This design comes from an exercise in tuning for small area, a short achievable clock period and few clock cycles per item on the open sky130 flow, not from production work.
In this exercise RTL edits were held to simulation tests only and were not proved equivalent to the original.
Power figures rest on the tool's default switching activity, not on a simulated workload.

<file path="flow/constraint.sdc">
create_clock -name core_clock -period 10.0 [get_ports {clk}]
set_input_delay 2.0000 -clock core_clock [delete_from_list [all_inputs] [get_ports {clk}]]
set_output_delay 2.0000 -clock core_clock [all_outputs]
set_load 0.01 [all_outputs]
</file>
<file path="flow/flow/run.sh">
#!/bin/bash
set -o pipefail
{ echo "== standard.sh"; cat standard.sh; echo "== config.mk"; cat config.mk; echo "== constraint.sdc"; cat constraint.sdc; } > flow_info.log 2>&1
export SETUP_SLACK_MARGIN=6
bash standard.sh > standard.log 2>&1
</file>
<file path="flow/standard.sh">
#!/bin/bash
# synth_recipe.tcl (not shown) runs the flow's synth.tcl, then flattens the netlist and writes it again
# the make line also repeats each setting of config.mk as NAME=value (left out here)
make -C /OpenROAD-flow-scripts/flow DESIGN_CONFIG=/design/flow/config.mk WORK_HOME=/design/flow/orfs CLKGATE_MAP_FILE= SYNTH_SCRIPT=/design/flow/synth_recipe.tcl "${@:-finish}"
</file>
<file path="flow/design.v">
`default_nettype none
package qstg_pkg;
    localparam int QUEUE_DEPTH = 16;
    localparam logic [15:0] RATE_RESET = 16'd44100;
    localparam logic [15:0] BIG_LIMIT = 16'd64000;
endpackage
`default_nettype wire
`default_nettype none
module qstg_sine_rom (
    input  logic      [7:0]  addr,
    output logic      [14:0] data
);
    always_comb
    begin
        case (addr)
            8'd0: data = 15'd0;
            8'd1: data = 15'd201;
            8'd2: data = 15'd402;
            8'd3: data = 15'd603;
            8'd4: data = 15'd804;
            8'd5: data = 15'd1005;
            8'd6: data = 15'd1206;
            8'd7: data = 15'd1407;
            8'd8: data = 15'd1608;
            8'd9: data = 15'd1809;
            8'd10: data = 15'd2009;
            8'd11: data = 15'd2210;
            8'd12: data = 15'd2411;
            8'd13: data = 15'd2611;
            8'd14: data = 15'd2811;
            8'd15: data = 15'd3012;
            8'd16: data = 15'd3212;
            8'd17: data = 15'd3412;
            8'd18: data = 15'd3612;
            8'd19: data = 15'd3812;
            8'd20: data = 15'd4011;
            8'd21: data = 15'd4211;
            8'd22: data = 15'd4410;
            8'd23: data = 15'd4609;
            8'd24: data = 15'd4808;
            8'd25: data = 15'd5007;
            8'd26: data = 15'd5205;
            8'd27: data = 15'd5404;
            8'd28: data = 15'd5602;
            8'd29: data = 15'd5800;
            8'd30: data = 15'd5998;
            8'd31: data = 15'd6195;
            8'd32: data = 15'd6393;
            8'd33: data = 15'd6590;
            8'd34: data = 15'd6787;
            8'd35: data = 15'd6983;
            8'd36: data = 15'd7180;
            8'd37: data = 15'd7376;
            8'd38: data = 15'd7571;
            8'd39: data = 15'd7767;
            8'd40: data = 15'd7962;
            8'd41: data = 15'd8157;
            8'd42: data = 15'd8351;
            8'd43: data = 15'd8546;
            8'd44: data = 15'd8740;
            8'd45: data = 15'd8933;
            8'd46: data = 15'd9127;
            8'd47: data = 15'd9319;
            8'd48: data = 15'd9512;
            8'd49: data = 15'd9704;
            8'd50: data = 15'd9896;
            8'd51: data = 15'd10088;
            8'd52: data = 15'd10279;
            8'd53: data = 15'd10469;
            8'd54: data = 15'd10660;
            8'd55: data = 15'd10850;
            8'd56: data = 15'd11039;
            8'd57: data = 15'd11228;
            8'd58: data = 15'd11417;
            8'd59: data = 15'd11605;
            8'd60: data = 15'd11793;
            8'd61: data = 15'd11980;
            8'd62: data = 15'd12167;
            8'd63: data = 15'd12354;
            8'd64: data = 15'd12540;
            8'd65: data = 15'd12725;
            8'd66: data = 15'd12910;
            8'd67: data = 15'd13095;
            8'd68: data = 15'd13279;
            8'd69: data = 15'd13463;
            8'd70: data = 15'd13646;
            8'd71: data = 15'd13828;
            8'd72: data = 15'd14010;
            8'd73: data = 15'd14192;
            8'd74: data = 15'd14373;
            8'd75: data = 15'd14553;
            8'd76: data = 15'd14733;
            8'd77: data = 15'd14912;
            8'd78: data = 15'd15091;
            8'd79: data = 15'd15269;
            8'd80: data = 15'd15447;
            8'd81: data = 15'd15624;
            8'd82: data = 15'd15800;
            8'd83: data = 15'd15976;
            8'd84: data = 15'd16151;
            8'd85: data = 15'd16326;
            8'd86: data = 15'd16500;
            8'd87: data = 15'd16673;
            8'd88: data = 15'd16846;
            8'd89: data = 15'd17018;
            8'd90: data = 15'd17190;
            8'd91: data = 15'd17361;
            8'd92: data = 15'd17531;
            8'd93: data = 15'd17700;
            8'd94: data = 15'd17869;
            8'd95: data = 15'd18037;
            8'd96: data = 15'd18205;
            8'd97: data = 15'd18372;
            8'd98: data = 15'd18538;
            8'd99: data = 15'd18703;
            8'd100: data = 15'd18868;
            8'd101: data = 15'd19032;
            8'd102: data = 15'd19195;
            8'd103: data = 15'd19358;
            8'd104: data = 15'd19520;
            8'd105: data = 15'd19681;
            8'd106: data = 15'd19841;
            8'd107: data = 15'd20001;
            8'd108: data = 15'd20160;
            8'd109: data = 15'd20318;
            8'd110: data = 15'd20475;
            8'd111: data = 15'd20632;
            8'd112: data = 15'd20788;
            8'd113: data = 15'd20943;
            8'd114: data = 15'd21097;
            8'd115: data = 15'd21251;
            8'd116: data = 15'd21403;
            8'd117: data = 15'd21555;
            8'd118: data = 15'd21706;
            8'd119: data = 15'd21856;
            8'd120: data = 15'd22006;
            8'd121: data = 15'd22154;
            8'd122: data = 15'd22302;
            8'd123: data = 15'd22449;
            8'd124: data = 15'd22595;
            8'd125: data = 15'd22740;
            8'd126: data = 15'd22884;
            8'd127: data = 15'd23028;
            8'd128: data = 15'd23170;
            8'd129: data = 15'd23312;
            8'd130: data = 15'd23453;
            8'd131: data = 15'd23593;
            8'd132: data = 15'd23732;
            8'd133: data = 15'd23870;
            8'd134: data = 15'd24008;
            8'd135: data = 15'd24144;
            8'd136: data = 15'd24279;
            8'd137: data = 15'd24414;
            8'd138: data = 15'd24548;
            8'd139: data = 15'd24680;
            8'd140: data = 15'd24812;
            8'd141: data = 15'd24943;
            8'd142: data = 15'd25073;
            8'd143: data = 15'd25202;
            8'd144: data = 15'd25330;
            8'd145: data = 15'd25457;
            8'd146: data = 15'd25583;
            8'd147: data = 15'd25708;
            8'd148: data = 15'd25833;
            8'd149: data = 15'd25956;
            8'd150: data = 15'd26078;
            8'd151: data = 15'd26199;
            8'd152: data = 15'd26320;
            8'd153: data = 15'd26439;
            8'd154: data = 15'd26557;
            8'd155: data = 15'd26674;
            8'd156: data = 15'd26791;
            8'd157: data = 15'd26906;
            8'd158: data = 15'd27020;
            8'd159: data = 15'd27133;
            8'd160: data = 15'd27246;
            8'd161: data = 15'd27357;
            8'd162: data = 15'd27467;
            8'd163: data = 15'd27576;
            8'd164: data = 15'd27684;
            8'd165: data = 15'd27791;
            8'd166: data = 15'd27897;
            8'd167: data = 15'd28002;
            8'd168: data = 15'd28106;
            8'd169: data = 15'd28209;
            8'd170: data = 15'd28311;
            8'd171: data = 15'd28411;
            8'd172: data = 15'd28511;
            8'd173: data = 15'd28610;
            8'd174: data = 15'd28707;
            8'd175: data = 15'd28803;
            8'd176: data = 15'd28899;
            8'd177: data = 15'd28993;
            8'd178: data = 15'd29086;
            8'd179: data = 15'd29178;
            8'd180: data = 15'd29269;
            8'd181: data = 15'd29359;
            8'd182: data = 15'd29448;
            8'd183: data = 15'd29535;
            8'd184: data = 15'd29622;
            8'd185: data = 15'd29707;
            8'd186: data = 15'd29792;
            8'd187: data = 15'd29875;
            8'd188: data = 15'd29957;
            8'd189: data = 15'd30038;
            8'd190: data = 15'd30118;
            8'd191: data = 15'd30196;
            8'd192: data = 15'd30274;
            8'd193: data = 15'd30350;
            8'd194: data = 15'd30425;
            8'd195: data = 15'd30499;
            8'd196: data = 15'd30572;
            8'd197: data = 15'd30644;
            8'd198: data = 15'd30715;
            8'd199: data = 15'd30784;
            8'd200: data = 15'd30853;
            8'd201: data = 15'd30920;
            8'd202: data = 15'd30986;
            8'd203: data = 15'd31050;
            8'd204: data = 15'd31114;
            8'd205: data = 15'd31177;
            8'd206: data = 15'd31238;
            8'd207: data = 15'd31298;
            8'd208: data = 15'd31357;
            8'd209: data = 15'd31415;
            8'd210: data = 15'd31471;
            8'd211: data = 15'd31527;
            8'd212: data = 15'd31581;
            8'd213: data = 15'd31634;
            8'd214: data = 15'd31686;
            8'd215: data = 15'd31737;
            8'd216: data = 15'd31786;
            8'd217: data = 15'd31834;
            8'd218: data = 15'd31881;
            8'd219: data = 15'd31927;
            8'd220: data = 15'd31972;
            8'd221: data = 15'd32015;
            8'd222: data = 15'd32058;
            8'd223: data = 15'd32099;
            8'd224: data = 15'd32138;
            8'd225: data = 15'd32177;
            8'd226: data = 15'd32214;
            8'd227: data = 15'd32251;
            8'd228: data = 15'd32286;
            8'd229: data = 15'd32319;
            8'd230: data = 15'd32352;
            8'd231: data = 15'd32383;
            8'd232: data = 15'd32413;
            8'd233: data = 15'd32442;
            8'd234: data = 15'd32470;
            8'd235: data = 15'd32496;
            8'd236: data = 15'd32522;
            8'd237: data = 15'd32546;
            8'd238: data = 15'd32568;
            8'd239: data = 15'd32590;
            8'd240: data = 15'd32610;
            8'd241: data = 15'd32629;
            8'd242: data = 15'd32647;
            8'd243: data = 15'd32664;
            8'd244: data = 15'd32679;
            8'd245: data = 15'd32693;
            8'd246: data = 15'd32706;
            8'd247: data = 15'd32718;
            8'd248: data = 15'd32729;
            8'd249: data = 15'd32738;
            8'd250: data = 15'd32746;
            8'd251: data = 15'd32753;
            8'd252: data = 15'd32758;
            8'd253: data = 15'd32762;
            8'd254: data = 15'd32766;
            8'd255: data = 15'd32767;
            default: data = 15'd0;
        endcase
    end
endmodule
`default_nettype wire
`default_nettype none
module qstg_divider (
    input  logic [15:0] rem_in,
    input  logic [31:0] dq_in,
    input  logic [15:0] divisor,
    input  logic [17:0] divisor3,
    output logic [15:0] rem_out,
    output logic [31:0] dq_out
);
    logic [17:0] rr;
    logic [18:0] d1;
    logic [18:0] d2;
    logic [18:0] d3;
    logic        s0;
    logic        s1;
    logic        s2;
    logic        s3;
    always_comb
    begin
        rr = {rem_in, dq_in[31:30]};
        d1 = {1'b0, rr} - {3'b000, divisor};
        d2 = {1'b0, rr} - {2'b00, divisor, 1'b0};
        d3 = {1'b0, rr} - {1'b0, divisor3};
        s3 = !d3[18];
        s2 = d3[18] && !d2[18];
        s1 = d2[18] && !d1[18];
        s0 = d1[18];
        rem_out = ({16{s3}} & d3[15:0]) | ({16{s2}} & d2[15:0]) |
                  ({16{s1}} & d1[15:0]) | ({16{s0}} & rr[15:0]);
        dq_out  = {dq_in[29:0], s3 | s2, s3 | s1};
    end
endmodule
`default_nettype wire
`default_nettype none
module qstg_datapath (
    input  logic        clk,
    input  logic        rst_n,
    input  logic        hold,
    input  logic        in_valid,
    input  logic [14:0] amp,
    input  logic [15:0] entry,
    input  logic        neg,
    input  logic [6:0]  info,
    output logic        out_valid,
    output logic [22:0] out_data
);
    logic        v1;
    logic [14:0] amp1;
    logic [15:0] entry1;
    logic        neg1;
    logic [6:0]  info1;
    logic        v2;
    logic [19:0] x2;
    logic [19:0] y2;
    logic [14:0] z2;
    logic        neg2;
    logic [6:0]  info2;
    logic [20:0] px;
    logic [19:0] py;
    logic [19:0] pz;
    logic [25:0] o1;
    logic [25:0] o2;
    logic [25:0] o3;
    logic [25:0] o4;
    logic [25:0] s1;
    logic [25:0] k1;
    logic [25:0] s2;
    logic [25:0] k2;
    logic [25:0] tot;
    always_comb
    begin
        px = amp1 * entry1[15:10];
        py = amp1 * entry1[9:5];
        pz = amp1 * entry1[4:0];
        o1 = {{1{neg2}}, ({20{neg2}} ^ x2), {5{neg2}}};
        o2 = {{6{neg2}}, ({20{neg2}} ^ y2)};
        o3 = {{11{neg2}}, ({15{neg2}} ^ z2)};
        o4 = neg2 ? 26'd1026 : 26'd0;
        s1  = o1 ^ o2 ^ o3;
        k1  = {((o1[24:0] & o2[24:0]) | (o1[24:0] & o3[24:0]) | (o2[24:0] & o3[24:0])), 1'b0};
        s2  = s1 ^ k1 ^ o4;
        k2  = {((s1[24:0] & k1[24:0]) | (s1[24:0] & o4[24:0]) | (k1[24:0] & o4[24:0])), 1'b0};
        tot = s2 + k2;
    end
    always_ff @(posedge clk or negedge rst_n)
    begin
        if (!rst_n)
        begin
            v1 <= 1'b0;
            v2 <= 1'b0;
        end
        else if (!hold)
        begin
            v1 <= in_valid;
            v2 <= v1;
        end
    end
    always_ff @(posedge clk)
    begin
        if (!hold)
        begin
            amp1   <= amp;
            entry1 <= entry;
            neg1   <= neg;
            info1  <= info;
            x2     <= px[19:0];
            y2     <= py;
            z2     <= pz[19:5];
            neg2   <= neg1;
            info2  <= info1;
        end
    end
    assign out_valid = v2 && !hold;
    assign out_data  = {tot[25:10], info2};
endmodule
`default_nettype wire
`default_nettype none
module qstg_ctrl (
    input  logic        clk,
    input  logic        rst_n,
    input  logic        in_valid,
    input  logic [22:0] in_data,
    output logic        hold,
    output logic        hold_nx,
    output logic        result_valid,
    input  logic        result_stall,
    output logic [22:0] result
);
    logic        out_v;
    logic [22:0] out_d;
    logic        skid_v;
    logic [22:0] skid_d;
    logic        deq;
    assign deq = out_v && !result_stall;
    always_ff @(posedge clk or negedge rst_n)
    begin
        if (!rst_n)
        begin
            out_v  <= 1'b0;
            skid_v <= 1'b0;
        end
        else
        begin
            if (!out_v || deq)
            begin
                out_v  <= skid_v || in_valid;
                skid_v <= 1'b0;
            end
            else if (in_valid)
            begin
                skid_v <= 1'b1;
            end
        end
    end
    always_ff @(posedge clk)
    begin
        if (!out_v || deq)
        begin
            out_d <= skid_v ? skid_d : in_data;
        end
        if (in_valid)
        begin
            skid_d <= in_data;
        end
    end
    assign hold         = skid_v;
    assign hold_nx      = (!out_v || deq) ? 1'b0 : (in_valid || skid_v);
    assign result_valid = out_v;
    assign result       = out_d;
endmodule
`default_nettype wire
`default_nettype none
module queued_sine_tone_generator_core (
    input  logic                   clk,
    input  logic                   rst_n,
    input  logic                   cfg_write,
    input  logic      [15:0]       cfg_data,
    input  logic                   item_valid,
    output logic                   item_stall,
    input  logic      [47:0]       item,
    output logic                   result_valid,
    input  logic                   result_stall,
    output logic [22:0]            result
);
    localparam logic [15:0] RATE_RESET = qstg_pkg::RATE_RESET;
    localparam logic [15:0] BIG_LIMIT  = qstg_pkg::BIG_LIMIT;
    localparam logic [2:0] J_E3 = 3'd0;   
    localparam logic [2:0] J_E4 = 3'd1;   
    localparam logic [2:0] J_AB = 3'd2;   
    localparam logic [2:0] J_PH = 3'd3;   
    localparam logic [2:0] J_HD = 3'd4;   
    localparam logic [2:0] J_EN = 3'd5;   
    localparam logic [2:0] J_BG = 3'd6;   
    localparam logic [2:0] J_XL = 3'd7;   
    logic        v0;
    logic [47:0] it0;
    logic [1:0]  op0;
    logic [14:0] f0;
    logic [14:0] a0;
    logic [15:0] d0;
    logic        d0big;      
    assign op0 = it0[47:46];
    assign f0  = it0[45:31];
    assign a0  = it0[30:16];
    assign d0  = it0[15:0];
    logic [15:0] rate;
    logic [17:0] rate3;      
    logic        rz;         
    logic        rbig;       
    logic [9:0]  ab_a;       
    logic [9:0]  ab_b;
    logic [9:0]  thr;        
    logic        abv;
    logic        abw;        
    logic        cfg_d;      
    logic        clr_d;      
    logic [3:0]  hp;
    logic [3:0]  tp;
    logic [4:0]  used;
    logic        q_ne;       
    logic        full;       
    logic [22:0] dm;         
    logic [15:0] ee;
    logic        hinit;      
    logic [1:0]  hadv;       
    logic        hmode;      
    logic [9:0]  idx;
    logic [7:0]  nidx;       
    logic [15:0] r;          
    logic        pint;
    logic        prev;
    logic [9:0]  qf;
    logic [15:0] rf;
    logic [16*15-1:0] mf;
    logic [16*15-1:0] ma;
    logic [16*22-1:0] mc;
    logic [15:0]      mm;
    logic [15:0] rc;
    logic        ebusy;
    logic [2:0]  ejob;
    logic        emul;
    logic [4:0]  ecnt;
    logic        eh;
    logic [15:0] er;
    logic [31:0] dq;
    logic        ediv1000;
    logic        bigrdy;
    logic        phn;
    logic        cpend;
    logic        cstep;      
    logic [3:0]  cp;
    logic [4:0]  cleft;
    logic        hold;
    logic        conv_busy;
    assign conv_busy = ebusy && ((ejob == J_PH) || (ejob == J_HD) || (ejob == J_EN));
    logic [14:0] rd_f;
    logic [14:0] rd_a;
    logic [21:0] rd_c;
    logic        rd_m;
    always_comb
    begin
        rd_f = '0;
        rd_a = '0;
        rd_c = '0;
        rd_m = 1'b0;
        for (int i = 0; i < 16; i++)
        begin
            rd_f = rd_f | ({15{hp == 4'(i)}} & mf[i*15 +: 15]);
            rd_a = rd_a | ({15{hp == 4'(i)}} & ma[i*15 +: 15]);
            rd_c = rd_c | ({22{hp == 4'(i)}} & mc[i*22 +: 22]);
            rd_m = rd_m | ((hp == 4'(i)) & mm[i]);
        end
    end
    logic h_rdy;
    logic smp_blk;
    logic blk_all;
    logic big0;
    logic big_blk;
    logic go;
    logic is_enq;
    logic is_smp;
    logic is_clr;
    logic nzero;
    logic push;
    logic dropf;
    logic smp_do;
    logic stall_now;
    logic stall_r;
    logic hold_nx;
    assign h_rdy   = !hinit && (hadv == 2'd0);
    assign smp_blk = q_ne && (!h_rdy || (!rz && (!prev || pint)));
    assign blk_all = phn || cpend || !abv || conv_busy;
    assign big0    = rbig && d0big;
    assign big_blk = (op0 == 2'd0) && big0 && !bigrdy;
    assign go      = v0 && !hold && !blk_all && !((op0 == 2'd1) && smp_blk) && !big_blk;
    assign stall_now = v0 && !go;
    assign is_enq = go && (op0 == 2'd0);
    assign is_smp = go && (op0 == 2'd1);
    assign is_clr = go && (op0 == 2'd2);
    assign nzero  = rz || (d0 < {6'd0, thr});
    assign push   = is_enq && !nzero && !full;
    assign dropf  = is_enq && !nzero && full;
    assign smp_do = is_smp && q_ne;
    logic        cont;
    logic        pop;
    assign cont = !dm[22] && ((dm != 23'd0) || (ee == 16'd0));
    assign pop  = smp_do && !cont;
    logic [9:0]  h_a;
    logic [9:0]  h_b;
    logic [17:0] cs_s;
    logic [17:0] cs_k;
    logic [17:0] cs_t;
    logic        c2;
    logic [16:0] e_pl;
    logic [15:0] ee_nx;
    logic [22:0] dm_a;
    logic [22:0] dm_a1;
    logic [22:0] dm_nx;
    always_comb
    begin
        h_a   = hmode ? 10'd1 : ab_a;
        h_b   = hmode ? 10'd0 : ab_b;
        cs_s  = {2'b00, ee ^ {6'd0, ab_b} ^ ~rate};
        cs_k  = {1'b0, (ee & {6'd0, ab_b}) | (ee & ~rate) | ({6'd0, ab_b} & ~rate), 1'b1};
        cs_t  = cs_s + cs_k;
        c2    = !hmode && (cs_t[17] || cs_t[16]);
        e_pl  = {1'b0, ee} + {7'd0, h_b};
        ee_nx = c2 ? cs_t[15:0] : e_pl[15:0];
        dm_a  = dm - {13'd0, h_a};
        dm_a1 = dm - {13'd0, h_a} - 23'd1;
        dm_nx = c2 ? dm_a1 : dm_a;
    end
    logic [17:0] ps_s;
    logic [17:0] ps_k;
    logic [17:0] ps_t;
    logic        c1;
    logic [15:0] r_pl;
    logic [15:0] r2;
    logic [9:0]  idx_a;
    logic [9:0]  idx_a1;
    logic [7:0]  nidx_a;
    logic [7:0]  nidx_a1;
    always_comb
    begin
        ps_s    = {2'b00, r ^ rf ^ ~rate};
        ps_k    = {1'b0, (r & rf) | (r & ~rate) | (rf & ~rate), 1'b1};
        ps_t    = ps_s + ps_k;
        c1      = ps_t[17] || ps_t[16];
        r_pl    = r + rf;
        r2      = c1 ? ps_t[15:0] : r_pl;
        idx_a   = idx + qf;
        idx_a1  = idx + qf + 10'd1;
        nidx_a  = nidx - qf[7:0];
        nidx_a1 = nidx - qf[7:0] - 8'd1;
    end
    logic [7:0]  rom_addr;
    logic [14:0] rom_data;
    logic        peak;
    assign rom_addr = idx[8] ? nidx : idx[7:0];
    assign peak     = idx[8] && (idx[7:0] == 8'd0);
    qstg_sine_rom u_rom (
        .addr (rom_addr),
        .data (rom_data)
    );
    logic [4:0] used_nx;
    logic [4:0] used_p1;
    logic [4:0] used_m1;
    logic       u1;
    logic       u15;
    always_comb
    begin
        used_p1 = used + 5'd1;
        used_m1 = used - 5'd1;
        u1      = (used == 5'd1);
        u15     = (used == 5'd15);
        if (is_clr)
        begin
            used_nx = 5'd0;
        end
        else if (pop)
        begin
            used_nx = used_m1;
        end
        else if (push)
        begin
            used_nx = used_p1;
        end
        else
        begin
            used_nx = used;
        end
    end
    logic       v0_n;
    logic [1:0] op0_n;
    logic       d0big_n;
    logic       phn_n;
    logic       cpend_n;
    logic       abv_n;
    logic       convb_n;
    logic       q_ne_n;
    logic       hini_c;
    logic       hinit_n;
    logic       hadv_n;
    logic       rz_n;
    logic       prev_n;
    logic       pint_n;
    logic       rbig_n;
    logic       bigrdy_n;
    logic       smpb_n;
    logic       blka_n;
    logic       bigb_n;
    logic       go_n;
    logic       stall_nx;
    always_comb
    begin
        v0_n     = item_stall || item_valid;
        op0_n    = item_stall ? op0 : item[47:46];
        d0big_n  = item_stall ? d0big : (item[15:0] > BIG_LIMIT);
        phn_n    = st_ph ? 1'b0 :
                   ((cfg_write && !pint && !(ebusy && (ejob == J_PH)) &&
                     ((idx != 10'd0) || (r != 16'd0))) ? 1'b1 : phn);
        cpend_n  = (conv_skip && cstep && (cleft == 5'd0)) ? 1'b0 :
                   ((cfg_write && q_ne && !cpend) ? 1'b1 : cpend);
        abv_n    = cfg_write ? ((cfg_data > 16'd1000) || (cfg_data == 16'd0)) : (abw || abv);
        convb_n  = st_ph || st_hd || st_en || (conv_busy && !(fin_ph || fin_hd || fin_en));
        q_ne_n   = !is_clr && (push || (q_ne && !(pop && u1)));
        hini_c   = (push && !q_ne) || (pop && !u1);
        hinit_n  = !is_clr && hini_c;
        hadv_n   = !is_clr && !hini_c && (hinit || (hadv == 2'd2));
        rz_n     = cfg_write ? (cfg_data == 16'd0) : rz;
        prev_n   = (cfg_write || is_clr || pop) ? 1'b0 : (fin_e3 || prev);
        pint_n   = fin_ph ? 1'b1 : ((fin_e4 || (smp_do && rz)) ? 1'b0 : pint);
        rbig_n   = cfg_write ? (cfg_data > BIG_LIMIT) : rbig;
        bigrdy_n = fin_bg || (bigrdy && !is_enq);
        smpb_n   = q_ne_n && (hinit_n || hadv_n || (!rz_n && (!prev_n || pint_n)));
        blka_n   = phn_n || cpend_n || !abv_n || convb_n;
        bigb_n   = (op0_n == 2'd0) && rbig_n && d0big_n && !bigrdy_n;
        go_n     = v0_n && !hold_nx && !blka_n && !((op0_n == 2'd1) && smpb_n) && !bigb_n;
        stall_nx = v0_n && !go_n;
    end
    always_ff @(posedge clk or negedge rst_n)
    begin
        if (!rst_n)
        begin
            stall_r <= 1'b0;
        end
        else
        begin
            stall_r <= stall_nx;
        end
    end
    assign item_stall = stall_r;
    logic [15:0] div_d;
    logic [17:0] div_d3;
    logic [15:0] div_r;
    logic [31:0] div_dq;
    logic [17:0] mul_sum;
    assign div_d  = ediv1000 ? 16'd1000 : rate;
    assign div_d3 = ediv1000 ? 18'd3000 : rate3;
    qstg_divider u_div (
        .rem_in   (er),
        .dq_in    (dq),
        .divisor  (div_d),
        .divisor3 (div_d3),
        .rem_out  (div_r),
        .dq_out   (div_dq)
    );
    assign mul_sum = {1'b0, eh, er} + (dq[0] ? {2'b00, rc} : 18'd0);
    logic last;
    logic fin_e3;
    logic fin_e4;
    logic fin_ab;
    logic fin_ph;
    logic fin_hd;
    logic fin_en;
    logic fin_bg;
    logic mul2div;
    logic cancel;
    logic cancel_d;
    logic ekeep;             
    assign last    = ebusy && (ecnt == 5'd1);
    assign cancel_d = ebusy && ((((ejob == J_E3) || (ejob == J_XL)) && (cfg_d || (clr_d && !ekeep))) ||
                                ((ejob == J_AB) && cfg_d));
    assign cancel   = cancel_d ||
                      (ebusy && ((((ejob == J_E3) || (ejob == J_XL)) && (cfg_write || is_clr)) ||
                                 ((ejob == J_AB) && cfg_write)));
    assign fin_e3  = last && !emul && (ejob == J_E3) && !cancel;
    assign fin_e4  = last && !emul && (ejob == J_E4);
    assign fin_ab  = last && !emul && (ejob == J_AB) && !cancel;
    assign fin_ph  = last && emul && (ejob == J_PH);
    assign mul2div = last && emul && (ejob != J_PH);
    assign fin_hd  = last && !emul && (ejob == J_HD);
    assign fin_en  = last && !emul && (ejob == J_EN);
    assign fin_bg  = last && !emul && (ejob == J_BG);
    logic        st_any;
    logic        st_ph;
    logic        hd_eng;
    logic        hd_set;
    logic        st_hd;
    logic        st_en;
    logic        conv_skip;
    logic        st_ab;
    logic        st_bg;
    logic        need_e4;
    logic        spec_e3;
    logic        need_e3;
    logic        st_e4;
    logic        st_e3;
    logic        st_xl;
    logic        pq_emp;
    logic        pspec;
    logic        st_pe3;
    logic        xl_go;
    logic [15:0] dx;
    logic        dx_s0;
    logic        dx_s2;
    logic        dx_s6;
    assign st_any   = (!ebusy || cancel_d) && !bigrdy;
    assign st_ph    = st_any && phn;
    assign hd_eng   = !dm[22] && (dm != 23'd0);
    assign hd_set   = st_any && !phn && cpend && !cstep && q_ne && !rd_m && !hd_eng;
    assign st_hd    = st_any && !phn && cpend && !cstep && q_ne && !rd_m && hd_eng;
    assign st_en    = st_any && !phn && cpend && cstep && (cleft != 5'd0) && !rd_m;
    assign conv_skip = st_any && !phn && cpend && !st_hd && !st_en;
    assign st_ab    = st_any && !phn && !cpend && !abv;
    assign st_bg    = st_any && !phn && !cpend && abv && v0 && big_blk;
    assign need_e4  = v0 && (op0 == 2'd1) && q_ne && !rz && pint;
    assign spec_e3  = !prev && !q_ne && v0 && (op0 == 2'd0) && !nzero && !big0;
    assign need_e3  = !prev && q_ne && !rz;
    assign st_e4    = st_any && !phn && !cpend && abv && !st_bg && need_e4;
    assign st_e3    = st_any && !phn && !cpend && abv && !st_bg && !need_e4 && spec_e3;
    assign pq_emp   = (v0 && (op0 == 2'd2)) || (!q_ne && !(v0 && (op0 == 2'd0)));
    assign pspec    = item_valid && !item_stall && (item[47:46] == 2'd0) && !prev && !rz &&
                      !(item[15:0] < {6'd0, thr}) && !(rbig && (item[15:0] > BIG_LIMIT)) &&
                      ({1'b0, item[45:31]} < rate) && pq_emp;
    assign st_pe3   = st_any && !phn && !cpend && abv && !st_bg && !need_e4 && !spec_e3 && pspec;
    assign st_xl    = st_any && !phn && !cpend && abv && !st_bg && !need_e4 && need_e3 && !pspec;
    assign xl_go    = ebusy && (ejob == J_XL) && !cancel_d;
    assign dx    = xl_go ? er : (need_e4 ? r : {1'b0, f0});
    assign dx_s0 = (dx < rate);
    assign dx_s2 = ({2'b00, dx[15:2]} < rate);
    assign dx_s6 = ({6'd0, dx[15:6]} < rate);
    always_ff @(posedge clk or negedge rst_n)
    begin
        if (!rst_n)
        begin
            ebusy <= 1'b0;
        end
        else if (st_ph || st_hd || st_en || st_ab || st_bg || st_e4 || st_e3 || st_xl || st_pe3)
        begin
            ebusy <= 1'b1;
        end
        else if (cancel || fin_e3 || fin_e4 || fin_ab || fin_ph || fin_hd || fin_en || fin_bg)
        begin
            ebusy <= 1'b0;
        end
    end
    always_ff @(posedge clk)
    begin
        if (st_ph || st_hd || st_en || st_bg)
        begin
            emul <= 1'b1;
            ecnt <= 5'd16;
            eh   <= 1'b0;
            if (st_ph)
            begin
                ejob <= J_PH;
                er   <= r;
                dq   <= {16'd0, 6'd0, idx};
            end
            else if (st_hd)
            begin
                ejob <= J_HD;
                er   <= rc - ee;
                dq   <= {16'd0, dm[15:0] - 16'd1};
            end
            else if (st_en)
            begin
                ejob <= J_EN;
                er   <= 16'd0;
                dq   <= {16'd0, rd_c[15:0]};
            end
            else
            begin
                ejob <= J_BG;
                er   <= 16'd0;
                dq   <= {16'd0, d0};
            end
        end
        else if (st_ab)
        begin
            ejob     <= J_AB;
            emul     <= 1'b0;
            ediv1000 <= 1'b0;
            ecnt     <= 5'd5;
            er       <= 16'd0;
            dq       <= {10'd1000, 22'd0};
        end
        else if (st_xl)
        begin
            ejob <= J_XL;
            er   <= {1'b0, rd_f};
        end
        else if (st_pe3)
        begin
            ejob     <= J_E3;
            emul     <= 1'b0;
            ediv1000 <= 1'b0;
            ecnt     <= 5'd5;
            er       <= {1'b0, item[45:31]};
            dq       <= 32'd0;
        end
        else if (st_e4 || st_e3 || xl_go)
        begin
            ejob     <= st_e4 ? J_E4 : J_E3;
            emul     <= 1'b0;
            ediv1000 <= 1'b0;
            if (dx_s0)
            begin
                ecnt <= 5'd5;
                er   <= dx;
                dq   <= 32'd0;
            end
            else if (dx_s2)
            begin
                ecnt <= 5'd6;
                er   <= {2'b00, dx[15:2]};
                dq   <= {dx[1:0], 30'd0};
            end
            else if (dx_s6)
            begin
                ecnt <= 5'd8;
                er   <= {6'd0, dx[15:6]};
                dq   <= {dx[5:0], 26'd0};
            end
            else
            begin
                ecnt <= 5'd14;
                er   <= 16'd0;
                dq   <= {2'b00, dx, 14'd0};
            end
        end
        else if (mul2div)
        begin
            emul     <= 1'b0;
            ediv1000 <= 1'b1;
            ecnt     <= 5'd16;
            er       <= 16'd0;
            dq       <= {mul_sum[16:1], mul_sum[0], dq[15:1]};
        end
        else if (ebusy && emul)
        begin
            ecnt     <= ecnt - 5'd1;
            {eh, er} <= mul_sum[17:1];
            dq[15:0] <= {mul_sum[0], dq[15:1]};
        end
        else if (ebusy)
        begin
            ecnt <= ecnt - 5'd1;
            er   <= div_r;
            dq   <= div_dq;
        end
    end
    always_ff @(posedge clk or negedge rst_n)
    begin
        if (!rst_n)
        begin
            ekeep <= 1'b0;
        end
        else
        begin
            ekeep <= st_pe3;
        end
    end
    logic [21:0] big_n;
    assign big_n = dq[22] ? 22'h3FFFFF : dq[21:0];
    always_ff @(posedge clk or negedge rst_n)
    begin
        if (!rst_n)
        begin
            bigrdy <= 1'b0;
        end
        else if (fin_bg)
        begin
            bigrdy <= 1'b1;
        end
        else if (is_enq)
        begin
            bigrdy <= 1'b0;
        end
    end
    always_ff @(posedge clk or negedge rst_n)
    begin
        if (!rst_n)
        begin
            rc <= RATE_RESET;
        end
        else if (!phn && !cpend && !conv_busy)
        begin
            rc <= rate;
        end
    end
    always_ff @(posedge clk or negedge rst_n)
    begin
        if (!rst_n)
        begin
            v0    <= 1'b0;
            rate  <= RATE_RESET;
            rz    <= 1'b0;
            rbig  <= 1'b0;
            ab_a  <= 10'd0;
            ab_b  <= 10'd1000;
            thr   <= 10'd1;
            abv   <= 1'b1;
            abw   <= 1'b0;
            cfg_d <= 1'b0;
            clr_d <= 1'b0;
            q_ne  <= 1'b0;
            full  <= 1'b0;
            hp    <= 4'd0;
            tp    <= 4'd0;
            used  <= 5'd0;
            hinit <= 1'b0;
            hadv  <= 2'd0;
            idx   <= 10'd0;
            nidx  <= 8'd0;
            r     <= 16'd0;
            pint  <= 1'b0;
            prev  <= 1'b0;
            phn   <= 1'b0;
            cpend <= 1'b0;
            cstep <= 1'b0;
            cp    <= 4'd0;
            cleft <= 5'd0;
        end
        else
        begin
            if (!item_stall)
            begin
                v0 <= item_valid;
            end
            if (cfg_write)
            begin
                rate <= cfg_data;
                rz   <= (cfg_data == 16'd0);
                rbig <= (cfg_data > BIG_LIMIT);
                if ((cfg_data > 16'd1000) || (cfg_data == 16'd0))
                begin
                    ab_a <= 10'd0;
                    ab_b <= 10'd1000;
                    abv  <= 1'b1;
                end
                else
                begin
                    abv <= 1'b0;
                end
                if (!pint && !(ebusy && (ejob == J_PH)) && ((idx != 10'd0) || (r != 16'd0)))
                begin
                    phn <= 1'b1;
                end
                if (q_ne && !cpend)
                begin
                    cpend <= 1'b1;
                    cstep <= 1'b0;
                end
            end
            else if (fin_ab)
            begin
                ab_a <= div_dq[9:0];
                ab_b <= div_r[9:0];
            end
            else if (abw)
            begin
                abv <= 1'b1;
            end
            abw   <= fin_ab && !cfg_write;
            cfg_d <= cfg_write;
            clr_d <= is_clr;
            thr <= ab_a + {9'd0, (ab_b != 10'd0)};
            q_ne <= !is_clr && (push || (q_ne && !(pop && u1)));
            full <= !is_clr && ((push && u15) || (full && !pop));
            if (is_clr)
            begin
                hp    <= 4'd0;
                tp    <= 4'd0;
                used  <= 5'd0;
                hinit <= 1'b0;
                hadv  <= 2'd0;
            end
            else
            begin
                if (push)
                begin
                    tp <= tp + 4'd1;
                end
                if (pop)
                begin
                    hp <= hp + 4'd1;
                end
                used <= used_nx;
                if ((push && !q_ne) || (pop && !u1))
                begin
                    hinit <= 1'b1;
                end
                else if (hinit)
                begin
                    hinit <= 1'b0;
                    hadv  <= 2'd2;
                end
                else if (hadv != 2'd0)
                begin
                    hadv <= hadv - 2'd1;
                end
            end
            if (st_ph)
            begin
                phn <= 1'b0;
            end
            if (conv_skip)
            begin
                if (!cstep)
                begin
                    cstep <= 1'b1;
                    cp    <= hp;
                    cleft <= used;
                end
                else if (cleft == 5'd0)
                begin
                    hp    <= cp;
                    cpend <= 1'b0;
                end
                else
                begin
                    hp    <= hp + 4'd1;
                    cleft <= cleft - 5'd1;
                end
            end
            if (fin_hd)
            begin
                cstep <= 1'b1;
                cp    <= hp;
                cleft <= used;
            end
            if (fin_en)
            begin
                hp    <= hp + 4'd1;
                cleft <= cleft - 5'd1;
            end
            if (smp_do)
            begin
                if (rz)
                begin
                    idx  <= 10'd0;
                    nidx <= 8'd0;
                    r    <= 16'd0;
                    pint <= 1'b0;
                end
                else
                begin
                    idx  <= c1 ? idx_a1 : idx_a;
                    nidx <= c1 ? nidx_a1 : nidx_a;
                    r    <= r2;
                end
            end
            if (fin_ph)
            begin
                r    <= {mul_sum[10:1], mul_sum[0], dq[15:11]};
                pint <= 1'b1;
            end
            if (fin_e4)
            begin
                idx  <= div_dq[9:0];
                nidx <= 8'd0 - div_dq[7:0];
                r    <= div_r;
                pint <= 1'b0;
            end
            if (cfg_write || is_clr || pop)
            begin
                prev <= 1'b0;
            end
            else if (fin_e3)
            begin
                prev <= 1'b1;
            end
        end
    end
    always_ff @(posedge clk)
    begin
        if (!item_stall)
        begin
            it0   <= item;
            d0big <= (item[15:0] > BIG_LIMIT);
        end
        if (fin_e3)
        begin
            qf <= div_dq[9:0];
            rf <= div_r;
        end
        if (hinit)
        begin
            dm    <= {1'b0, rd_c};
            ee    <= 16'd0;
            hmode <= rd_m;
        end
        else if ((hadv != 2'd0) || (smp_do && !pop))
        begin
            dm <= dm_nx;
            ee <= ee_nx;
        end
        else if (hd_set)
        begin
            dm    <= (!dm[22] && (ee == 16'd0)) ? 23'd0 : 23'h7FFFFF;
            ee    <= 16'd0;
            hmode <= 1'b1;
        end
        else if (fin_hd)
        begin
            dm    <= {1'b0, div_dq[21:0]};
            ee    <= 16'd0;
            hmode <= 1'b1;
        end
    end
    logic        wspec;
    logic [21:0] wc;
    logic        wm;
    assign wspec = v0 && (op0 == 2'd0) && !full && !cpend;
    assign wc    = cpend ? div_dq[21:0] : (big0 ? big_n : {6'd0, d0});
    assign wm    = cpend || big0;
    for (genvar i = 0; i < 16; i++)
    begin : g_q
        always_ff @(posedge clk)
        begin
            if (wspec && (tp == 4'(i)))
            begin
                mf[i*15 +: 15] <= f0;
                ma[i*15 +: 15] <= a0;
            end
            if ((wspec && (tp == 4'(i))) || (fin_en && (hp == 4'(i))))
            begin
                mc[i*22 +: 22] <= wc;
                mm[i]          <= wm;
            end
        end
    end
    always_ff @(posedge clk)
    begin
        rate3 <= {1'b0, rate, 1'b0} + {2'b00, rate};
    end
    logic        dp_valid;
    logic [22:0] dp_data;
    qstg_datapath u_dp (
        .clk       (clk),
        .rst_n     (rst_n),
        .hold      (hold),
        .in_valid  (go),
        .amp       ((smp_do && !rz) ? rd_a : 15'd0),
        .entry     (peak ? 16'h8000 : {1'b0, rom_data}),
        .neg       (idx[9]),
        .info      ({smp_do, dropf, used_nx}),
        .out_valid (dp_valid),
        .out_data  (dp_data)
    );
    qstg_ctrl u_out (
        .clk          (clk),
        .rst_n        (rst_n),
        .in_valid     (dp_valid),
        .in_data      (dp_data),
        .hold         (hold),
        .hold_nx      (hold_nx),
        .result_valid (result_valid),
        .result_stall (result_stall),
        .result       (result)
    );
endmodule
`default_nettype wire
</file>
<file path="flow/config.mk">
export PLATFORM = sky130hd
export DESIGN_NAME = queued_sine_tone_generator_core
export DESIGN_NICKNAME = queued_sine_tone_generator_core
export VERILOG_FILES = /design/flow/design.v
export SDC_FILE = /design/flow/constraint.sdc
export NUM_CORES = 4
export LEC_CHECK = 0
export CAP_MARGIN = 20
export CORE_MARGIN = 2
export CORE_UTILIZATION = 60
export SLEW_MARGIN = 20
</file>
==> impl_metrics.yaml, run 1 <==
run_status:
  outcome: "finished clean"
synthesis:
  synth_cell_types: 111
  synth_cells: 6922
  ys_warn_count: 5
  synth_edf_count: 1129
  syn_nets: 7597
  synth_flop_cell: "edfxtp_1"
  synth-seq-area-share_pct: 50.4
  synth-seq-cells: 1331
  synth_area_um2: 76700
  avgSynthCellArea_um2: 11.1
  async_reset_ff_share_pct: 10.7
floorplanning:
  dieArea_um2: 131000
  rows: 131
  start_util_pct: 60.3
  die_y_um: 362
  io-pin-count: 94
  die_x_um: 362
  core_um2: 127000
routing:
  post_drt_wl_per_cell_um: 31.3
  num_vias: 63900
  antenna_left: 0
  drt_iter0_drc: 9266
  viasPerCell: 6.99
  routed_wirelength_um: 286000
  first_pass_iters: 8
  drc: 0
grt:
  globalRouteOverflowTotal: 0
  busiest_layer: "met2"
  grt_pass1_wl_um: 401000
  first_global_vias: 59900
  use_met3_pct: 11.2
  grt_max_degree: 82
  antenna_found_initial: 17
  met1_usage_pct: 57.2
  track_usage_pct: 42.0
  met2_usage_pct: 62.8
layout:
  final_layout_size_suffix_gt1_share_pct: 19.7
  final_common_cell: "edfxtp_1"
  finish.utilization_pct: 72.2
  final_area_um2: 91800
  nFillCells: 8566
  layout_common_cells: "edfxtp_1, nand2_1, buf_4"
  area.growth.synth_to_final_pct: 19.6
  nNetsFinal: 8022
critical_path:
  worstPathArrival_ns: 5.04
  crit_path_start_kind: "flop"
  crit_fanout: 3
  crit_type: "reg2reg"
  critPathRequiredTime_ns: 10.53
  endpoint_kind: "flop"
sta:
  skew_ns: 0.102
  fmax_mhz: 222
  hold_viol: 0
  layout_setup_ws_ns: 5.49
  setup_violations: 0
  relSlewSlack_pct: 23.5
  hold_ws_ns: 0.422
  fin_crit_ns: 4.51
  finalSetupTns_ns: 0
  slew_violations: 0
  worstMarginPinSlew_ns: 1.14
  grt_setup_unrepaired: "yes"
  min_period_over_period_pct: 45.1
job:
  cap_viol_max_count: 0
clock_network:
  cts_hold_buf: 0
  tritoncts: "done"
  clock_sinks: 1331
  numCtsBuffers: 140
  insertion_delay_ns: 0.83
  cts_max_level: 4
  clk_pin_slew_ns: 0.07
  clock-root-buffer: "clkbuf_16"
  clock_path_buffers: 3
pwr:
  power.density_nw_per_um2: 296
  vdd_drop_max_v: 0.000361
  leakagePower_nw: 35.3
place:
  place_area_um2: 80000
  dp_slack_ns: 3.97
  place_hpwl_um: 180000
  port_buffers: 93
  place_congestion: 1.04
hold_path:
  hp-class: "reg2reg"
==> cells in the mapped netlist, types with 136 or more instances <==
cell type	n	area share (%)
and2_1	136	1.1
fa_1	179	4.7
inv_1	391	1.9
a221oi_1	150	1.7
a21oi_1	363	2.4
a22oi_1	217	2.1
o21ai_0	311	2.0
edfxtp_1	1129	44
nor2_1	409	2.0
clkbuf_1	262	1.3
nand3_1	175	1.1
ha_1	427	7.0
xnor2_1	234	2.7
nand2_1	626	3.1
==> where the power goes <==
group / internal (mW) / total, mW / switching [mW]
sequential: 7.14 / 8.14 / 0.997
clock: 2.89 / 5.26 / 2.37
combinational: 5.25 / 13.8 / 8.55
total: 15.3 / 27.2 / 11.9
==> critical path, stage by stage, from the launching register on <==
cell	delay, ns
edfxtp_1	0.41
buf_6	0.15
and2_4	0.15
fa_1	0.54
inv_2	0.05
fa_1	0.49
fa_1	0.54
inv_2	0.05
ha_4	0.21
buf_6	0.12
a21oi_4	0.12
nor2b_1	0.06
o21a_1	0.19
o22a_1	0.22
a41oi_2	0.28
a211oi_4	0.12
a211o_1	0.29
a21oi_2	0.15
xnor2_1	0.09
==> per-layer routing <==
layer	part of all wire, %	vias up
met5	0.0094	-
met2	44	4656
met3	13	943
met1	37	31300
met4	5.9	4
li1	-	26900
==> final cells by class <==
class,count,area [um^2],area share [%]
Clock buffer,176,3710,4.04
Tap cell,1662,2080,2.27
Timing Repair inverter,2,10.0,0.0109
Multi-Input combinational cell,4838,38700,42.2
Sequential cell,1331,38700,42.2
Antenna cell,7,17.5,0.0191
Timing Repair Buffer,638,6000,6.54
Inverter,396,1530,1.66
Clock inverter,85,972,1.06
==> cell families (layout without fill, tap and decap cells) <==
family          after synthesis  count (layout)  synth area share [%]
buf+inv                     762            1297                  3.90
xor+xnor                    330             330                  3.77
compound gates             1917            1918                  17.3
flops                      1331            1331                  50.4
other cells                   0               7                     0
simple gates               1901            1909                  11.9
fa+ha+maj                   606             606                  11.6
mux                          75              75                  1.04
==> repair_timing <==
item                       CTS  global route
resized for setup          365           445
setup buffers              218           153
setup endpoints to repair  335           282
pin swaps                  137           287
cloned                      15            11
==> final timing paths <==
kind	slack, ns	cells past startpoint	endpoint	from
max in group asynchronous	7.60	2	rate[7]	rst_n
min in group asynchronous	1.14	1	rate[14]	rst_n
max reg2reg	5.49	18	u_dp.y2[19]	u_dp.amp1[1]
min	0.42	0	u_dp.info2[0]	u_dp.info1[0]
min reg2reg	0.42	0	u_dp.info2[0]	u_dp.info1[0]
max	5.49	18	u_dp.y2[19]	u_dp.amp1[1]
==> metrics by stage <==
stage                     power, mW  std cells
final                          27.2       9135
after global routing           28.0       9129
after CTS                      25.2       8963
after detailed placement       18.7       8469
after global placement         18.6       8468
after floorplan                14.5       6922
==> sequential cells by signal, summed over array words and instances (netlist names), 23 cells and up <==
name          cells
u_out.out_d      23
dq               32
mf              240
u_out.skid_d     23
it0              48
mc              352
ma              240
dm               23
Testbench counts, summed over its fixed seeds: cycles 2,272, items 2,048.
==> inputs of run 2 (changes only) <==
--- a/flow/design.v
+++ b/flow/design.v
@@ -726,16 +726,18 @@
         end
     end
     assign item_stall = stall_r;
+    logic        eact;
     logic [15:0] div_d;
     logic [17:0] div_d3;
     logic [15:0] div_r;
     logic [31:0] div_dq;
     logic [17:0] mul_sum;
-    assign div_d  = ediv1000 ? 16'd1000 : rate;
-    assign div_d3 = ediv1000 ? 18'd3000 : rate3;
+    assign eact   = ebusy;
+    assign div_d  = (eact && ediv1000) ? 16'd1000 : rate;
+    assign div_d3 = (eact && ediv1000) ? 18'd3000 : rate3;
     qstg_divider u_div (
-        .rem_in   (er),
-        .dq_in    (dq),
+        .rem_in   (eact ? er : {1'b0, item[45:31]}),
+        .dq_in    (eact ? dq : 32'd0),
         .divisor  (div_d),
         .divisor3 (div_d3),
         .rem_out  (div_r),
@@ -809,7 +811,7 @@
     assign pspec    = item_valid && !item_stall && (item[47:46] == 2'd0) && !prev && !rz &&
                       !(item[15:0] < {6'd0, thr}) && !(rbig && (item[15:0] > BIG_LIMIT)) &&
                       ({1'b0, item[45:31]} < rate) && pq_emp;
-    assign st_pe3   = st_any && !phn && !cpend && abv && !st_bg && !need_e4 && !spec_e3 && pspec;
+    assign st_pe3   = st_any && !ebusy && !phn && !cpend && abv && !st_bg && !need_e4 && !spec_e3 && pspec;
     assign st_xl    = st_any && !phn && !cpend && abv && !st_bg && !need_e4 && need_e3 && !pspec;
     assign xl_go    = ebusy && (ejob == J_XL) && !cancel_d;
     assign dx    = xl_go ? er : (need_e4 ? r : {1'b0, f0});
@@ -831,9 +833,17 @@
             ebusy <= 1'b0;
         end
     end
+    logic div_run;
+    assign div_run = ebusy && !emul && (ejob != J_XL) && !cancel_d;
     always_ff @(posedge clk)
     begin
-        if (st_ph || st_hd || st_en || st_bg)
+        if (div_run)
+        begin
+            ecnt <= ecnt - 5'd1;
+            er   <= div_r;
+            dq   <= div_dq;
+        end
+        else if (st_ph || st_hd || st_en || st_bg)
         begin
             emul <= 1'b1;
             ecnt <= 5'd16;
@@ -882,9 +892,9 @@
             ejob     <= J_E3;
             emul     <= 1'b0;
             ediv1000 <= 1'b0;
-            ecnt     <= 5'd5;
-            er       <= {1'b0, item[45:31]};
-            dq       <= 32'd0;
+            ecnt     <= 5'd4;
+            er       <= div_r;
+            dq       <= div_dq;
         end
         else if (st_e4 || st_e3 || xl_go)
         begin
@@ -930,12 +940,6 @@
             {eh, er} <= mul_sum[17:1];
             dq[15:0] <= {mul_sum[0], dq[15:1]};
         end
-        else if (ebusy)
-        begin
-            ecnt <= ecnt - 5'd1;
-            er   <= div_r;
-            dq   <= div_dq;
-        end
     end
     always_ff @(posedge clk or negedge rst_n)
     begin
@@ -1218,9 +1222,16 @@
             end
         end
     end
-    always_ff @(posedge clk)
+    always_ff @(posedge clk or negedge rst_n)
     begin
-        rate3 <= {1'b0, rate, 1'b0} + {2'b00, rate};
+        if (!rst_n)
+        begin
+            rate3 <= 18'd132300;
+        end
+        else if (cfg_write)
+        begin
+            rate3 <= {1'b0, cfg_data, 1'b0} + {2'b00, cfg_data};
+        end
     end
     logic        dp_valid;
     logic [22:0] dp_data;
==> flow/flow/run.sh (replaced) <==
#!/bin/bash
set -o pipefail
{ echo "== standard.sh"; cat standard.sh; echo "== config.mk"; cat config.mk; echo "== constraint.sdc"; cat constraint.sdc; } > flow_info.log 2>&1
export SETUP_SLACK_MARGIN=5.5
bash standard.sh > standard.log 2>&1
--- a/flow/config.mk
+++ b/flow/config.mk
@@ -7,5 +7,6 @@
 export LEC_CHECK = 0
 export CAP_MARGIN = 20
 export CORE_MARGIN = 2
-export CORE_UTILIZATION = 60
+export CORE_UTILIZATION = 55
+export CTS_BUF_LIST = sky130_fd_sc_hd__clkbuf_8
 export SLEW_MARGIN = 20
==> impl_metrics.yaml, run 2 <==
clock_network:
  clock_path_buffers: 3
  clk_pin_slew_ns: 0.06
  tritoncts: "done"
  insertion_delay_ns: 1.03
  numCtsBuffers: 214
  cts_max_level: 4
  clock_sinks: 1330
  clock-root-buffer: "clkbuf_8"
place:
  port_buffers: 93
  place_congestion: 1.05
  place_hpwl_um: 180000
  dp_slack_ns: 3.05
  place_area_um2: 80500
  numPlacedInstances: 8625
pwr:
  p_int_mw: 14.7
  leakagePower_nw: 34.9
  power.switching_mw: 11.9
  clkPwrFrac_pct: 18.1
  vdd_drop_max_v: 0.000255
  switching_share_pct: 44.6
  pwr-share-seq_pct: 29.9
  power.density_nw_per_um2: 297
  power_frac_comb_pct: 52.0
  total_power_mw: 26.6
layout:
  finish.utilization_pct: 64.5
  fin_cells: 9308
  nNetsFinal: 7935
  multi_input_area_um2: 37500
  regMostFlops: "mc"
  area.growth.synth_to_final_pct: 16.8
  final_common_cell: "edfxtp_1"
  final_layout_size_suffix_gt1_share_pct: 16.5
  nFillCells: 11000
  register_area_um2: 39000
  final_area_um2: 89800
  layout_common_cells: "edfxtp_1, nand2_1, inv_1"
  largest_reg_flops: 352
  reg_top3: "mc (352), ma (240), mf (240)"
synthesis:
  synth_common_cells: "edfxtp_1, nand2_1, ha_1"
  async_reset_ff_share_pct: 12.0
  synth_edf_count: 1152
  synth-seq-area-share_pct: 50.7
  synth_most_common_cell: "edfxtp_1"
  synth_top_area_share_pct: 45.0
  syn_nets: 7577
  synth_top_cell_by_area: "edfxtp_1"
  synthTopCellsByArea: "edfxtp_1, ha_1, fa_1"
  synth-seq-cells: 1330
  synth_cells: 6885
  synth_flop_cell: "edfxtp_1"
  synth_cell_types: 108
  synth_area_um2: 76900
  ys_warn_count: 5
  avgSynthCellArea_um2: 11.2
critical_path:
  path_cells: "buf_8 > and2_4 > fa_1 > inv_2 > fa_1 > fa_1 > inv_2 > ha_4 > a21o_1 > a21oi_2 > o21bai_1 > a21oi_2 > o21ai_2 > a41o_1 > o41ai_4 > buf_4 > o21bai_1 > a211oi_1 > nor2_1"
  cpMaxStageDelayCell: "fa_1"
  cp.buffers_inverters: 4
  worstPathArrival_ns: 5.37
  crit_family: "adder cells"
  endpoint_kind: "flop"
  crit_path_start_kind: "flop"
  critPathRequiredTime_ns: 10.72
  crit_fanout: 3
  max_stage_delay_ns: 0.54
  cpMostUsedCell: "fa_1"
  crit_type: "reg2reg"
routing:
  drc: 0
  num_vias: 61700
  viasPerCell: 6.63
  post_drt_wl_per_cell_um: 30.0
  drt_iter0_drc: 7536
  antenna_left: 0
  routed_wirelength_um: 280000
  first_pass_iters: 8
sta:
  hold_ws_ns: 0.417
  grt_setup_unrepaired: "yes"
  relSlewSlack_pct: 16.4
  skew_ns: 0.115
  layout_setup_ws_ns: 5.35
  setup_violations: 0
  fmax_mhz: 215
  min_period_over_period_pct: 46.5
  worstMarginPinSlew_ns: 1.25
  fin_crit_ns: 4.65
  slew_violations: 0
  hold_viol: 0
  finalSetupTns_ns: 0
job:
  cap_viol_max_count: 0
floorplanning:
  die_x_um: 378
  io-pin-count: 94
  start_util_pct: 55.2
  die_y_um: 378
  dieArea_um2: 143000
  core_um2: 139000
  rows: 137
grt:
  grt_pass1_wl_um: 395000
  first_global_vias: 58300
  track_usage_pct: 38.0
  antenna_found_initial: 11
  grt_max_degree: 109
  globalRouteOverflowTotal: 0
run_status:
  outcome: "finished clean"
hold_path:
  hp-class: "reg2reg"
run 2: cell type report:
| class | instances | share of cell area (%) |
|---|---|---|
| flip-flops and latches | 1330 | 43.4 |
| multi-input cells | 4773 | 41.7 |
| repair buffers | 492 | 5.41 |
| clock buffers | 234 | 3.59 |
| well taps | 1876 | 2.61 |
| inverters | 432 | 1.81 |
| clock inverters | 162 | 1.37 |
| diodes | 9 | 0.0251 |
run 2: worst reg2reg max path: cells and delay by family (launching register included):
family / cells / cell delay (ns)
buffers and inverters: 4 / 0.43
AOI/OAI and AO/OA: 9 / 1.58
and+or+nand+nor: 2 / 0.22
adders and majority gates: 4 / 1.74
DFF: 1 / 0.40
run 2: path summary, 6_finish.rpt:
check / from / cells after the start / to / slack, ns
setup / recovery: u_dp.amp1[5] / 19 / u_dp.x2[17] / 5.35
hold / removal: u_dp.info1[4] / 0 / u_dp.info2[4] / 0.42
setup reg to reg: u_dp.amp1[5] / 19 / u_dp.x2[17] / 5.35
hold reg to reg: u_dp.info1[4] / 0 / u_dp.info2[4] / 0.42
max in group asynchronous: rst_n / 2 / u_out.skid_v / 7.30
min in group asynchronous: rst_n / 1 / rate[3] / 1.17
run 2: metal layers:
metal,GRT usage (%),vias to the layer above,routed length (um)
li1,-,26600,-
met1,50.1,30500,107000
met2,57.7,3753,124000
met3,8.52,885,29100
met4,22.8,10,19700
met5,0,-,187
run 2: cells by family after synthesis:
logic type,after synthesis,synth area share [%]
buffers and inverters,787,3.90
AO/OA/AOI/OAI,1860,16.8
AND/OR/NAND/NOR,1850,11.5
XOR/XNOR,335,3.82
multiplexers,100,1.43
adder cells (fa/ha/maj),623,11.9
flip-flops,1330,50.7
run 2: power by group through the flow:
stage | clock network [mW] | logic, mW | registers [mW]
3_5_place_dp | 0 | 11.3 | 8.08
3_3_place_gp | 0 | 11.2 | 8.07
2_1_floorplan | 0 | 7.55 | 7.60
4_1_cts | 4.86 | 12.5 | 7.91
6_report | 4.83 | 13.8 | 7.96
5_1_grt | 5.10 | 14.5 | 7.97
run 2: timing repair:
item,in CTS,in global routing
setup endpoints to repair,324,210
hold buffers,0,0
pin swaps,84,134
buffers inserted,141,112
gates cloned,12,13
resized for setup,241,236
Testbench counts of run 2, summed over its fixed seeds: cycles 2,245, items 2,048.
==> inputs of run 3 (changes only) <==
==> flow/flow/run.sh (replaced) <==
#!/bin/bash
set -o pipefail
{ echo "== standard.sh"; cat standard.sh; echo "== config.mk"; cat config.mk; echo "== constraint.sdc"; cat constraint.sdc; } > flow_info.log 2>&1
export SETUP_SLACK_MARGIN=6
bash standard.sh > standard.log 2>&1
==> impl_metrics.yaml, run 3 <==
run_status:
  outcome: "finished clean"
routing:
  post_drt_wl_per_cell_um: 31.0
  drt_iter0_drc: 8121
  routed_wirelength_um: 294000
  viasPerCell: 6.69
  num_vias: 63300
  drc: 0
  antenna_left: 0
  first_pass_iters: 7
synthesis:
  synth-seq-area-share_pct: 50.7
  synth_compound_area_share_pct: 16.8
  synth_cells: 6885
  synth_top_cell_by_area: "edfxtp_1"
  avgSynthCellArea_um2: 11.2
  synth_xor_area_share_pct: 3.82
  synthTopCellsByArea: "edfxtp_1, ha_1, fa_1"
  synth_top_area_share_pct: 45.0
  synth-seq-cells: 1330
  synth_most_common_cell: "edfxtp_1"
  synth_common_cells: "edfxtp_1, nand2_1, ha_1"
  yosys.area_share.simple_pct: 11.5
  syn_nets: 7577
  ys_warn_count: 5
  synth_flop_cell: "edfxtp_1"
  synthMuxAreaShare_pct: 1.43
  synth_edf_count: 1152
  synth_top_family_by_area: "compound AO/OA/AOI/OAI gates"
  async_reset_ff_share_pct: 12.0
  synth_fa_ha_area_share_pct: 11.9
  synth_cell_types: 108
  synth_area_um2: 76900
sta:
  grt_setup_unrepaired: "yes"
  relSlewSlack_pct: 17.1
  worstMarginPinSlew_ns: 1.24
  fin_crit_ns: 4.58
  finalSetupTns_ns: 0
  setup_violations: 0
  skew_ns: 0.0841
  hold_viol: 0
  layout_setup_ws_ns: 5.42
  fmax_mhz: 218
  min_period_over_period_pct: 45.8
  slew_violations: 0
clock_network:
  numCtsBuffers: 215
  cts_max_level: 4
  clock_path_buffers: 3
  insertion_delay_ns: 0.99
  clock-root-buffer: "clkbuf_8"
  tritoncts: "done"
  clock_sinks: 1330
  clk_pin_slew_ns: 0.07
critical_path:
  critPathRequiredTime_ns: 10.88
  endpoint_kind: "flop"
  crit_path_start_kind: "flop"
  crit_type: "reg2reg"
  crit_fanout: 6
  worstPathArrival_ns: 5.46
place:
  dp_slack_ns: 3.03
  place_congestion: 1.04
  port_buffers: 93
  place_hpwl_um: 187000
pwr:
  leakagePower_nw: 36.3
  power.density_nw_per_um2: 306
  vdd_drop_max_v: 0.000301
grt:
  first_global_vias: 60800
  globalRouteOverflowTotal: 0
  antenna_found_initial: 10
  grt_max_degree: 74
  track_usage_pct: 40.4
  grt_pass1_wl_um: 416000
layout:
  largest_reg_flops: 352
  reg_top3: "mc (352), ma (240), mf (240)"
  area.growth.synth_to_final_pct: 22.0
  final_layout_size_suffix_gt1_share_pct: 22.5
  layout_common_cells: "edfxtp_1, nand2_1, inv_1"
  final_common_cell: "edfxtp_1"
  nNetsFinal: 8108
  regMostFlops: "mc"
floorplanning:
  dieArea_um2: 143000
  rows: 137
  core_um2: 139000
  die_y_um: 378
  die_x_um: 378
  io-pin-count: 94
  start_util_pct: 55.2
hold_path:
  hp-class: "reg2reg"
job:
  cap_viol_max_count: 0
==> run 3: cell types whose count changed in the layout (fill, tap and decap cells not counted), moves of 26 or more <==
cell	previous run	this run
buf_6	28	101
buf_4	314	383
o21ai_0	280	246
inv_1	497	466
xnor2_1	230	200
nand2_1	611	584
nor2_1	392	366
xnor2_2	7	33
==> run 3: report_power, final <==
part           switching, mW  total, mW  leakage, nW  internal [mW]
logic                   9.58       15.9         20.9           6.29
clock network           2.38       4.79         2.49           2.41
registers              0.823       7.99         13.0           7.17
==> run 3: worst paths after layout <==
path | depth (start not counted) | to | slack (ns) | startpoint
max | 16 | nidx[7] | 5.42 | r[8]
min | 0 | u_dp.info2[2] | 0.42 | u_dp.info1[2]
max reg2reg | 16 | nidx[7] | 5.42 | r[8]
min reg2reg | 0 | u_dp.info2[2] | 0.42 | u_dp.info1[2]
max in group asynchronous | 3 | hp[3] | 6.89 | rst_n
min in group asynchronous | 1 | rate3[4] | 1.03 | rst_n
==> run 3: cells by family after synthesis <==
kind of cell | after synthesis
compound gates | 1860
simple gates | 1850
flops | 1330
buf+inv | 787
fa+ha+maj | 623
xor+xnor | 335
mux | 100
==> run 3: critical path: stages (launching register included) <==
cell       delay [ns]
dfrtp_1          0.68
inv_1            0.12
fa_1             0.51
inv_1            0.04
ha_1             0.60
inv_1            0.12
o22ai_2          0.45
a31oi_2          0.22
o2111ai_2        0.16
a31oi_4          0.12
buf_12           0.14
buf_12           0.12
buf_16           0.15
or4_4            0.53
xnor2_2          0.16
nor2_1           0.07
a221o_1          0.27
==> run 3: timing repair <==
action,4_1_cts,5_1_grt
setup endpoints to repair,438,345
pin swaps,235,167
cloned,27,5
setup buffers,333,83
hold buffers,0,0
gates resized for setup,711,316
==> run 3: metal layers <==
layer,track usage [%],wire length [um],up-vias
met5,0,32,-
met4,25.8,23100,6
met3,9.78,33200,1032
met2,62.4,130000,4070
met1,51.1,107000,31300
li1,-,-,27000
==> run 3: layout make-up <==
cell class                      instances  area (um^2)
Clock inverter                        165         1190
Timing Repair Buffer                  657         6650
Clock buffer                          231         3180
Tap cell                             1876         2350
Sequential cell                      1330        39000
Inverter                              432         1670
Antenna cell                            3         7.51
Multi-Input combinational cell       4780        39700
Fill cell                           10500        45400
==> run 3: stage by stage <==
stage	instance area, um^2	util [%]	hold slack (ns)	std cells	power, mW
2_1_floorplan	77800	-	0.400	6885	15.2
4_1_cts	91500	65.8	0.424	9382	27.2
3_3_place_gp	80800	58.0	0.407	8626	19.4
3_5_place_dp	80800	58.0	0.405	8626	19.4
6_report	93700	67.4	0.419	9474	28.7
5_1_grt	93700	67.3	0.430	9473	29.6

## separate check: timing with driven ports
No port has a modelled driver above. Below, the same layouts with a new extraction and two added sets of constraints.
Step 1, drivers: a clkbuf_16 drives clk and a buf_2 each remaining input, both assumed.
Step 2 also shifts input and output timing later by t, the mid clock arrival at the registers, as if the neighbouring blocks saw the same clock.
a / b / c = ideal ports / drivers / drivers and shift; a / b = the first two.
| run | t (ns) | setup WS [ns] | hold WS [ns] | worst data-port slew with drivers (ns) |
|---|---|---|---|---|
| run 1 | 0.869 | 5.486 / 5.486 / 5.139 | 0.422 / 0.422 / 0.422 | 0.13 |
| run 2 | 1.053 | 5.353 / 5.303 / 4.250 | 0.417 / 0.417 / 0.417 | 0.21 |
| run 3 | 1.036 | 5.422 / 5.422 / 4.451 | 0.419 / 0.419 / 0.419 | 0.13 |
After both steps setup and hold are still met in every run listed. For run 2, which loses most, drivers alone change the setup slack by -0.050 ns; drivers and shift together by -1.103 ns.
